This is an optimization exercise on Yosys and OpenROAD, whose aim is small area, a short achievable clock period and few clock cycles, not a production implementation. No functional check of the RTL was part of this run. Power and IR drop assume default switching activity.

**flow/config.mk**
```make
export PLATFORM = sky130hd
export DESIGN_NAME = vector_display
export DESIGN_NICKNAME = vector_display
export VERILOG_FILES = /design/flow/design.v
export SDC_FILE = /design/flow/constraint.sdc
export NUM_CORES = 4
export LEC_CHECK = 0
export CAP_MARGIN = 20
export CORE_MARGIN = 2
export CORE_UTILIZATION = 40
export SETUP_SLACK_MARGIN = 2.5
export SLEW_MARGIN = 20
export SYNTH_MEMORY_MAX_BITS = 8192
```
**flow/constraint.sdc**
```tcl
create_clock -name core_clock -period 6.0 [get_ports {clk}]
set_input_delay 1.2000 -clock core_clock [delete_from_list [all_inputs] [get_ports {clk}]]
set_output_delay 1.2000 -clock core_clock [all_outputs]
set_load 0.01 [all_outputs]
```
**flow/design.v**
```verilog
`timescale 1ns/1ns
`default_nettype none
module vector_list_ram #(
    parameter int WORD_WIDTH = 18
) (
    input  wire                   clk,
    input  wire                   we,
    input  wire  [7:0]            wr_adr,
    input  wire  [WORD_WIDTH-1:0] wr_data,
    output logic                  w_pend0,    
    input  wire  [15:0]           rd_hi,      
    input  wire  [15:0]           rd_lo,      
    input  wire                   rd_en,      
    output logic [WORD_WIDTH-1:0] rd_data,    
    output logic                  rd_term     
);
    logic                  w_v;
    logic [7:0]            w_a;
    logic [WORD_WIDTH-1:0] w_d;
    logic [WORD_WIDTH-1:0] mem [256];
    always_ff @(posedge clk) begin
        w_v <= we;
        w_a <= wr_adr;
        w_d <= wr_data;
    end
    assign w_pend0 = w_v && (w_a == 8'd0);
    always_ff @(posedge clk) begin
        for (int i = 0; i < 256; i++) begin
            if (w_v && (w_a == 8'(i))) mem[i] <= w_d;
        end
    end
    logic [WORD_WIDTH-1:0] q_rd [4];
    logic [WORD_WIDTH-1:0] q_r  [4];
    logic [3:0]            q_sel;
    always_comb begin
        for (int k = 0; k < 4; k++) begin
            q_rd[k] = '0;
            for (int i = 64 * k; i < 64 * k + 64; i++) begin
                q_rd[k] = q_rd[k] | (mem[i] & {WORD_WIDTH{rd_hi[i/16] & rd_lo[i%16]}});
            end
        end
    end
    always_ff @(posedge clk) begin
        if (rd_en) begin
            for (int k = 0; k < 4; k++) begin
                q_r[k]   <= q_rd[k];
                q_sel[k] <= |rd_hi[4*k +: 4];
            end
        end
    end
    always_comb begin
        rd_data = '0;
        for (int k = 0; k < 4; k++) begin
            rd_data = rd_data | (q_r[k] & {WORD_WIDTH{q_sel[k]}});
        end
    end
    assign rd_term = rd_data[1] && rd_data[0];
endmodule
`default_nettype wire
`timescale 1ns/1ns
`default_nettype none
module vector_manage (
    input  wire               clk,
    input  wire               rst,
    input  wire               run,
    input  wire               w_pend0,
    output logic [15:0]       rd_hi,
    output logic [15:0]       rd_lo,
    output logic              rd_en,
    input  wire  [17:0]       rd_data,
    input  wire               rd_term,
    output logic              d_v,
    output logic              d_term,
    output logic              d_skip,
    output logic [7:0]        d_x0,
    output logic [7:0]        d_y0,
    output logic signed [8:0] d_dx,
    output logic signed [8:0] d_dy,
    input  wire               d_ready,
    input  wire               pass_end    
);
    localparam logic [1:0] ST_IDLE = 2'd0;
    localparam logic [1:0] ST_RUN  = 2'd1;
    localparam logic [1:0] ST_DONE = 2'd2;
    logic [1:0]  state;
    logic        fetching;
    logic        f_go;
    logic        r_v;
    logic        r_ready;
    logic        f_v;
    logic [17:0] f_e;
    logic        f_ready;
    logic        take;
    logic [7:0]  pen_x, pen_y;
    logic [7:0]  ls_sx, ls_sy, ls_ex, ls_ey;
    logic        ls_pt;       
    logic        pen_eq;      
    logic        have_last;   
    logic [7:0]  ex, ey;
    logic        is_pos, is_line;
    logic        eq_last, eq_pen;
    logic [7:0]  sx0, sy0, sx1, sy1;
    logic        skip, drop, term;
    assign f_ready = !f_v || take;
    assign r_ready = !r_v || f_ready;
    assign rd_en   = r_ready;
    assign f_go    = r_ready && (((state == ST_RUN) && fetching && !(r_v && rd_term)) ||
                                 ((state == ST_IDLE) && run && !w_pend0));
    always_ff @(posedge clk) begin
        if (rst) begin
            state    <= ST_IDLE;
            fetching <= 1'b0;
            f_v      <= 1'b0;
            r_v      <= 1'b0;
            rd_hi    <= 16'd1;
            rd_lo    <= 16'd1;
        end else begin
            case (state)
                ST_IDLE: begin
                    if (run) begin
                        state    <= ST_RUN;
                        fetching <= 1'b1;
                    end
                end
                ST_RUN: begin
                    if (pass_end) state <= ST_DONE;
                end
                default: begin
                    state <= ST_IDLE;
                    rd_hi <= 16'd1;
                    rd_lo <= 16'd1;
                end
            endcase
            if (r_v && f_ready && rd_term) fetching <= 1'b0;
            if (f_go) begin
                rd_lo <= {rd_lo[14:0], rd_lo[15]};
                if (rd_lo[15]) rd_hi <= {rd_hi[14:0], rd_hi[15]};
            end
            if (r_ready) r_v <= f_go;
            if (f_ready) f_v <= r_v;
        end
    end
    always_ff @(posedge clk) begin
        if (r_v && f_ready) f_e <= rd_data;
    end
    assign ex      = f_e[17:10];
    assign ey      = f_e[9:2];
    assign is_line = f_e[1];
    assign is_pos  = f_e[0];
    assign eq_last = ({ex, ey} == {ls_ex, ls_ey});
    assign eq_pen  = ({ex, ey} == {pen_x, pen_y});
    assign term    = is_pos && is_line;
    always_comb begin
        sx0 = ls_sx; sy0 = ls_sy; sx1 = ls_ex; sy1 = ls_ey;
        skip = have_last && ls_pt;
        drop = skip;
        if (is_pos && !is_line) begin
            sx0 = ex; sy0 = ey; sx1 = ex; sy1 = ey;
            skip = have_last && eq_last;
            drop = skip;
        end else if (is_line && !is_pos) begin
            sx0 = pen_x; sy0 = pen_y; sx1 = ex; sy1 = ey;
            skip = have_last && pen_eq;
            drop = skip && eq_pen;
        end
    end
    assign take = f_v && (!d_v || d_ready);
    always_ff @(posedge clk) begin
        if (rst) begin
            d_v       <= 1'b0;
            pen_x     <= '0;
            pen_y     <= '0;
            ls_sx     <= '0;
            ls_sy     <= '0;
            ls_ex     <= '0;
            ls_ey     <= '0;
            ls_pt     <= 1'b1;
            pen_eq    <= 1'b0;
            have_last <= 1'b0;
        end else begin
            if (state == ST_IDLE) begin
                pen_x  <= '0;
                pen_y  <= '0;
                pen_eq <= (ls_ex == 8'd0) && (ls_ey == 8'd0);
            end
            if (!d_v || d_ready) d_v <= take && (term || !drop);
            if (take && !term) begin
                have_last <= 1'b1;
                if (is_pos || is_line) begin
                    pen_x  <= ex;
                    pen_y  <= ey;
                    pen_eq <= 1'b1;
                    ls_sx  <= sx0;
                    ls_sy  <= sy0;
                    ls_ex  <= ex;
                    ls_ey  <= ey;
                    ls_pt  <= is_pos || eq_pen;
                end
            end
        end
    end
    always_ff @(posedge clk) begin
        if (take) begin
            d_term <= term;
            d_skip <= skip;
            d_x0   <= sx0;
            d_y0   <= sy0;
            d_dx   <= $signed({1'b0, sx1}) - $signed({1'b0, sx0});
            d_dy   <= $signed({1'b0, sy1}) - $signed({1'b0, sy0});
        end
    end
endmodule
`default_nettype wire
`timescale 1ns/1ns
`default_nettype none
module bresenham (
    input  wire               clk,
    input  wire               rst,
    input  wire               d_v,
    input  wire               d_term,
    input  wire               d_skip,    
    input  wire  [7:0]        d_x0,
    input  wire  [7:0]        d_y0,
    input  wire  signed [8:0] d_dx,
    input  wire  signed [8:0] d_dy,
    output logic              d_ready,
    output logic              p_v,
    output logic [7:0]        p_x,
    output logic [7:0]        p_y,
    output logic              pass_end
);
    logic              a_v, a_term, a_skip, a_sx, a_sy;
    logic [7:0]        a_x, a_y, a_adx, a_ady, a_cnt;
    logic signed [8:0] a_dm;
    logic signed [10:0] a_u, a_v0;
    logic              a_ready;
    logic [7:0]        adx, ady;
    assign adx = d_dx[8] ? 8'(-d_dx) : d_dx[7:0];
    assign ady = d_dy[8] ? 8'(-d_dy) : d_dy[7:0];
    assign d_ready = !a_v || a_ready;
    always_ff @(posedge clk) begin
        if (rst) a_v <= 1'b0;
        else if (d_ready) a_v <= d_v;
    end
    always_ff @(posedge clk) begin
        if (d_ready && d_v) begin
            a_term <= d_term;
            a_skip <= d_skip;
            a_x    <= d_x0;
            a_y    <= d_y0;
            a_sx   <= !d_dx[8];
            a_sy   <= !d_dy[8];
            a_adx  <= adx;
            a_ady  <= ady;
            a_cnt  <= (adx > ady) ? adx : ady;
            a_dm   <= $signed({1'b0, adx}) - $signed({1'b0, ady});
            a_u    <= $signed({2'b0, adx, 1'b0}) - $signed({3'b0, ady});
            a_v0   <= $signed({2'b0, ady, 1'b0}) - $signed({3'b0, adx});
        end
    end
    logic              n_v, n_term, n_sx, n_sy, n_last;
    logic [7:0]        n_x, n_y, n_adx, n_ady, n_cnt;
    logic signed [8:0] n_dm;
    logic signed [10:0] n_u, n_v0;
    logic              n_ready;
    logic              k_stx, k_sty;
    logic signed [10:0] k_d;
    logic [7:0]        k_x, k_y, k_cnt;
    logic signed [10:0] k_u, k_v;
    always_comb begin
        k_stx = !a_u[10];
        k_sty = !a_v0[10];
        if (k_stx && k_sty)  k_d = 11'(a_dm) <<< 1;
        else if (k_stx)      k_d = -($signed({3'b0, a_ady}) <<< 1);
        else                 k_d = $signed({3'b0, a_adx}) <<< 1;
        k_x   = a_x;
        k_y   = a_y;
        k_u   = a_u;
        k_v   = a_v0;
        k_cnt = a_cnt;
        if (a_skip) begin
            if (k_stx) k_x = a_sx ? a_x + 8'd1 : a_x - 8'd1;
            if (k_sty) k_y = a_sy ? a_y + 8'd1 : a_y - 8'd1;
            k_u   = a_u + k_d;
            k_v   = a_v0 - k_d;
            k_cnt = a_cnt - 8'd1;
        end
    end
    assign a_ready = !n_v || n_ready;
    always_ff @(posedge clk) begin
        if (rst) n_v <= 1'b0;
        else if (a_ready) n_v <= a_v;
    end
    always_ff @(posedge clk) begin
        if (a_ready && a_v) begin
            n_term <= a_term;
            n_sx   <= a_sx;
            n_sy   <= a_sy;
            n_x    <= k_x;
            n_y    <= k_y;
            n_adx  <= a_adx;
            n_ady  <= a_ady;
            n_dm   <= a_dm;
            n_cnt  <= k_cnt;
            n_last <= (k_cnt == 8'd0);
            n_u    <= k_u;
            n_v0   <= k_v;
        end
    end
    logic              e_act, e_last, e_sx, e_sy;
    logic [7:0]        e_x, e_y, e_adx, e_ady, e_cnt;
    logic signed [8:0] e_dm;
    logic signed [10:0] e_u, e_v;
    logic              e_free, e_take;
    logic              stx, sty;
    logic signed [10:0] u_c, u_a, u_b, v_c, v_a, v_b;
    assign e_free  = !e_act || e_last;
    assign e_take  = e_free && n_v;
    assign n_ready = e_free;
    assign stx = !e_u[10];
    assign sty = !e_v[10];
    assign u_c = e_u + (11'(e_dm) <<< 1);
    assign u_a = e_u - ($signed({3'b0, e_ady}) <<< 1);
    assign u_b = e_u + ($signed({3'b0, e_adx}) <<< 1);
    assign v_c = e_v - (11'(e_dm) <<< 1);
    assign v_a = e_v + ($signed({3'b0, e_ady}) <<< 1);
    assign v_b = e_v - ($signed({3'b0, e_adx}) <<< 1);
    always_ff @(posedge clk) begin
        if (rst) begin
            e_act <= 1'b0;
        end else if (e_free) begin
            e_act <= n_v && !n_term;
        end
    end
    always_ff @(posedge clk) begin
        if (e_take) begin
            e_sx   <= n_sx;
            e_sy   <= n_sy;
            e_x    <= n_x;
            e_y    <= n_y;
            e_adx  <= n_adx;
            e_ady  <= n_ady;
            e_dm   <= n_dm;
            e_cnt  <= n_cnt;
            e_last <= n_last;
            e_u    <= n_u;
            e_v    <= n_v0;
        end else if (e_act && !e_last) begin
            if (stx) e_x <= e_sx ? e_x + 8'd1 : e_x - 8'd1;
            if (sty) e_y <= e_sy ? e_y + 8'd1 : e_y - 8'd1;
            e_u    <= (stx && sty) ? u_c : (stx ? u_a : u_b);
            e_v    <= (stx && sty) ? v_c : (stx ? v_a : v_b);
            e_cnt  <= e_cnt - 8'd1;
            e_last <= (e_cnt == 8'd1);
        end
    end
    assign pass_end = e_take && n_term;   
    assign p_v = e_act;
    assign p_x = e_x;
    assign p_y = e_y;
endmodule
`default_nettype wire
`timescale 1ns/1ns
`default_nettype none
module pixel_writer (
    input  wire         clk,
    input  wire         rst,
    input  wire         p_v,
    input  wire  [7:0]  p_x,
    input  wire  [7:0]  p_y,
    input  wire         pass_end,
    output logic        pixel_we,
    output logic [15:0] pixel_adr,
    output logic        pass_done
);
    always_ff @(posedge clk) begin
        if (rst) begin
            pixel_we  <= 1'b0;
            pass_done <= 1'b0;
        end else begin
            pixel_we  <= p_v;
            pass_done <= pass_end;
        end
    end
    always_ff @(posedge clk) begin
        pixel_adr <= {p_y, p_x};   
    end
endmodule
`default_nettype wire
`timescale 1ns/1ns
`default_nettype none
module vector_display (
    input  wire         clk,
    input  wire         rst,
    input  wire         run,
    input  wire         load_we,
    input  wire  [7:0]  load_adr,
    input  wire  [7:0]  load_x,
    input  wire  [7:0]  load_y,
    input  wire         load_line,
    input  wire         load_pos,
    output logic        pixel_we,
    output logic [15:0] pixel_adr,
    output logic        pass_done
);
    logic [17:0]       rd_data;
    logic [15:0]       rd_hi, rd_lo;
    logic              w_pend0, rd_en, rd_term;
    logic              d_v, d_term, d_skip, d_ready;
    logic [7:0]        d_x0, d_y0;
    logic signed [8:0] d_dx, d_dy;
    logic              p_v, pass_end;
    logic [7:0]        p_x, p_y;
    vector_list_ram u_ram (
        .clk     (clk),
        .we      (load_we),
        .wr_adr  (load_adr),
        .wr_data ({load_x, load_y, load_line, load_pos}),
        .w_pend0 (w_pend0),
        .rd_hi   (rd_hi),
        .rd_lo   (rd_lo),
        .rd_en   (rd_en),
        .rd_data (rd_data),
        .rd_term (rd_term)
    );
    vector_manage u_manage (
        .clk      (clk),
        .rst      (rst),
        .run      (run),
        .w_pend0  (w_pend0),
        .rd_hi    (rd_hi),
        .rd_lo    (rd_lo),
        .rd_en    (rd_en),
        .rd_data  (rd_data),
        .rd_term  (rd_term),
        .d_v      (d_v),
        .d_term   (d_term),
        .d_skip   (d_skip),
        .d_x0     (d_x0),
        .d_y0     (d_y0),
        .d_dx     (d_dx),
        .d_dy     (d_dy),
        .d_ready  (d_ready),
        .pass_end (pass_end)
    );
    bresenham u_line (
        .clk      (clk),
        .rst      (rst),
        .d_v      (d_v),
        .d_term   (d_term),
        .d_skip   (d_skip),
        .d_x0     (d_x0),
        .d_y0     (d_y0),
        .d_dx     (d_dx),
        .d_dy     (d_dy),
        .d_ready  (d_ready),
        .p_v      (p_v),
        .p_x      (p_x),
        .p_y      (p_y),
        .pass_end (pass_end)
    );
    pixel_writer u_writer (
        .clk       (clk),
        .rst       (rst),
        .p_v       (p_v),
        .p_x       (p_x),
        .p_y       (p_y),
        .pass_end  (pass_end),
        .pixel_we  (pixel_we),
        .pixel_adr (pixel_adr),
        .pass_done (pass_done)
    );
endmodule
`default_nettype wire
```
**flow/run.sh**
```bash
#!/bin/bash
# synth_recipe.tcl (not shown) runs the flow's synth.tcl, then flattens the netlist and writes it again
# the make line also repeats each setting of config.mk as NAME=value (left out here)
make -C /OpenROAD-flow-scripts/flow DESIGN_CONFIG=/design/flow/config.mk WORK_HOME=/design/flow/orfs CLKGATE_MAP_FILE= SYNTH_SCRIPT=/design/flow/synth_recipe.tcl finish
```
==> notes.md <==
## layout by cell type, fill, tap and decap left out, types with 33 or more instances in the layout
master | Yosys | final
a41oi_1 | 33 | 33
diode_2 | 0 | 39
a21oi_1 | 312 | 309
nor2b_1 | 39 | 36
buf_4 | 1 | 412
nor2_2 | 0 | 202
o22ai_1 | 97 | 97
ha_1 | 106 | 106
clkbuf_16 | 0 | 531
clkbuf_1 | 484 | 123
buf_12 | 0 | 64
xnor2_1 | 90 | 88
o22a_1 | 34 | 34
clkinv_1 | 8 | 110
inv_1 | 126 | 122
nand3_1 | 375 | 368
nor2_4 | 0 | 55
clkinv_2 | 0 | 67
clkdlybuf4s50_1 | 0 | 46
a22oi_1 | 1524 | 1524
a222oi_1 | 193 | 193
dfxtp_1 | 137 | 86
a221oi_1 | 182 | 181
a211oi_1 | 37 | 36
dfxtp_4 | 0 | 42
nand4_1 | 225 | 225
a22o_1 | 342 | 342
o21ai_0 | 126 | 125
xor2_1 | 57 | 55
nor3_1 | 59 | 57
nor4_1 | 50 | 50
nor2_1 | 449 | 192
nand2_1 | 380 | 367
a31oi_1 | 51 | 50
edfxtp_1 | 4954 | 4954
bufinv_16 | 0 | 35
## flip-flops by register name, summed over array words and instances, names as in the netlist, 11 cells and up
register / cells
u_ram.q_r: 72
u_manage.rd_lo: 16
u_ram.mem: 4608
u_line.n_v0: 11
u_ram.w_d: 18
u_manage.rd_hi: 16
u_manage.f_e: 18
u_line.n_u: 11
u_writer.pixel_adr: 16
## critical path, stage by stage (launching register included)
cell and delay (ps):
dfxtp_4 610, buf_12 310, a22o_1 390, a22oi_1 140, o221ai_1 270, nor3_1 1020
nand3_1 240
## Yosys cell counts (137+ instances only)
cell      number
edfxtp_1    4954
a22o_1       342
clkbuf_1     484
a222oi_1     193
nand2_1      380
nand4_1      225
nor2_1       449
nand3_1      375
dfxtp_1      137
buf_1        251
a221oi_1     182
a22oi_1     1524
a21oi_1      312
## worst max-delay path by stage
stage          cells after the start                             from                             to
6_report                           6  u_manage.rd_lo[15]$_SDFFE_PP0P_     u_ram.q_r[2][15]$_DFFE_PP_
5_1_grt                           14        u_manage.f_e[0]$_DFFE_PP_     u_manage.d_dx[8]$_DFFE_PP_
4_1_cts                           12        u_manage.f_e[0]$_DFFE_PP_     u_manage.d_dx[8]$_DFFE_PP_
3_5_place_dp                      12        u_manage.f_e[0]$_DFFE_PP_     u_manage.d_dx[8]$_DFFE_PP_
3_3_place_gp                      12        u_manage.f_e[0]$_DFFE_PP_     u_manage.d_dx[8]$_DFFE_PP_
2_1_floorplan                      6          u_line.e_last$_DFFE_PP_  u_manage.rd_hi[15]$_SDFF_PP0_
## stage by stage
step / std cells / total power [mW] / worst slack (ps) / cell area, um2
after global routing: 18100 / 75.0 / 2390 / 218000
after detailed placement: 17100 / 42.4 / 2270 / 201000
after floorplan: 11100 / 41.2 / 1380 / 190000
final: 18100 / 73.4 / 2350 / 218000
after global placement: 17100 / 42.4 / 2130 / 201000
after CTS: 18100 / 73.5 / 2490 / 217000
## metal layers
layer | wire length (um) | global-route usage, % | up-vias | part of all wire, %
met4 | 40400 | 13.9 | 20 | 6.0
li1 | - | - | 46600 | -
met2 | 299000 | 40.8 | 10100 | 44
met1 | 241000 | 35.8 | 61000 | 36
met3 | 96000 | 7.93 | 1787 | 14
met5 | 348 | 0.360 | - | 0.051
## power groups by stage
stage / sequential [mW] / clock (mW) / combinational, mW
finish: 39.5 / 31.7 / 2.29
global route: 39.4 / 33.2 / 2.40
CTS: 39.4 / 31.8 / 2.24
detailed placement: 40.2 / 0 / 2.23
global placement: 40.2 / 0 / 2.19
floorplan: 40.3 / 0 / 0.987
## cell type report
type | instances | area [um2] | area share [%]
multi-input cells | 5154 | 36300 | 16.7
repair buffers | 529 | 4950 | 2.27
well taps | 6247 | 7820 | 3.59
inverters | 136 | 518 | 0.238
clock inverters | 269 | 2580 | 1.19
clock buffers | 655 | 13800 | 6.32
diodes | 39 | 97.6 | 0.0448
flip-flops and latches | 5091 | 152000 | 69.7
## cells by family (layout without fill, tap and decap cells)
kind of cell	after synthesis	after routing	synth area share, %
other	0	39	0
AND/OR/NAND/NOR	1706	1706	4.30
XOR/XNOR	147	147	0.678
flip-flops	5091	5091	79.7
adder cells (fa/ha/maj)	118	118	0.824
AO/OA/AOI/OAI	3139	3139	12.5
multiplexers	44	44	0.242
buffers and inverters	875	1589	1.74
## repair_timing
| item | CTS | global route |
|---|---|---|
| buffers inserted | 0 | 16 |
| pin swaps | 0 | 3 |
| endpoints found under the hold margin | 0 | 0 |
| hold buffers | 0 | 0 |
| gates resized for setup | 7 | 20 |
| setup endpoints to repair | 13 | 32 |
==> key figures <==
Final layout
  – P&R area growth vs syn: 14.6%
  – Layout Utilization: 45.9%
  – Fillers: 39700
  – Share of layout cells above drive strength 1: 13.3%
  – Nets: 11600

STA
  – Setup_tns: 0 ps
  – Hold_ws: 393 ps
  – Slew of the pin with the lowest slew margin: 1290 ps
  – Worst rel slew slack: 13.9%
  – Post-route minimum period: 3650 ps
  – Final hold viol count: 0
  – Final Cycle Share: 60.9%
  – Max-slew violations: 0
  – # setup viols final: 0
  – Highest clock rate: 274 MHz
  – Fin Clk Skew: 89.3 ps
  – RSZ-0062 raised after global routing: true

Synthesis
  – Main area contributors after synthesis: edfxtp_1 (78%), a22oi_1 (6.0%), a22o_1 (1.6%)
  – Seq/Total Area, Yosys: 79.7%
  – Syn Inst Count: 11100
  – Post-synth top area cell: edfxtp_1
  – Yosys top cell area share: 78.3%
  – Mapped Nets: 11300
  – #FFs+latches synth: 5091
  – Avg Cell Area, Syn: 17.1 um2
  – Distinct cells, synth: 79
  – Ys Warns: 7
  – Post-synth ARST share: 0%
  – Post-synth EDFFs: 4954
  – Mapped Area: 190000 um2
  – Commonest register cell after synthesis: edfxtp_1

Critical path
  – Worst Path Max Fanout: 70
  – CP arrival: 4360 ps
  – CP Class: register to register
  – FF-to-FF path depth: 6
  – R2r setup slk: 2350 ps
  – CP Capture Type: register
  – RR Endpoint: u_ram.q_r[2][15]$_DFFE_PP_
  – Worst path required time: 6700 ps
  – Crit start category: register
  – Worst R2R Start: u_manage.rd_lo[15]$_SDFFE_PP0P_

Die
  – Die area: 481000 um2
  – I/O pin total: 48
  – Placement row count: 253
  – Initial Util: 40.1%
  – Die height: 693 um
  – Die Wd: 693 um
  – Core ar.: 474000 um2

Placement
  – Port bufs: 47
  – Gp weighted congestion: 0.943
  – DP Wirelength: 378000 um

Drt
  – # DRC: 0
  – Via count: 120000
  – Iteration-0 DRC Markers: 22500
  – 1st-pass router iterations: 7
  – Via density: 6.60
  – Antenna Violating Nets Remaining: 0
  – Wire per inst: 37.3 um
  – WL final: 677000 um

Clock tree
  – Clock transition at path regs: 70 ps
  – H-tree depth: 6
  – Clock root buffer: clkbuf_16
  – CTS tree: built
  – CTS Buf Count: 520
  – Clock Latency Late Sink: 1090 ps
  – CTS sink count: 5091
  – CTS max path bufs: 4

Power and ir drop
  – Maximum vdd ir drop: 374 uV
  – Switch Pwr: 15.8 mW
  – P_leak: 66.8 nW
  – Switching Share: 21.5%
  – Clock share of power: 43.2%
  – Internal: 57.6 mW
  – Sequential power share: 53.7%
  – Power per Cell Area: 337 nW/um2
  – Combinational share of power: 3.1%

Global route
  – Pin count of the biggest net entering global routing: 176
  – Initial antenna violation count: 38
  – Total GRT Usage: 27.1%
  – Gr ovfl total: 0
  – Vias in the first global route: 113000
  – Global-route wire length before repair: 919000 um

Min path
  – Hold path cells: 0
  – Hold Path Class: register to register
  – Hold path start: u_line.e_y[6]$_DFFE_PP_
  – WHS Endpoint: u_writer.pixel_adr[14]$_DFF_P_

Job
  – # Max-Cap Violations: 0

Run status
  – Outcome: no timing/DRC/antenna violations

## port drivers added, routing unchanged
In the flow no input, the clock included, has a driving cell. The finished layout below was timed again as built, in two steps.
Step 1 sets driving cells, clkbuf_16 on the clock port and buf_2 on the other inputs (assumed; they add their load-dependent delay and slew).
Step 2 also shifts input and output timing later by t, the mid clock arrival at the registers, as if the neighbouring blocks saw the same clock.
a / b / c = ideal / step 1 / step 2; a / b = the first two.
t, ns: 1.153
slack for setup (ns): 2.345 / 2.345 / 2.229
clock arrival spread, ns: 0.108 / 0.108
After both steps this run still meets setup and hold. The setup slack of this run moves by 0.000 ns with the drivers and by -0.116 ns with both steps.
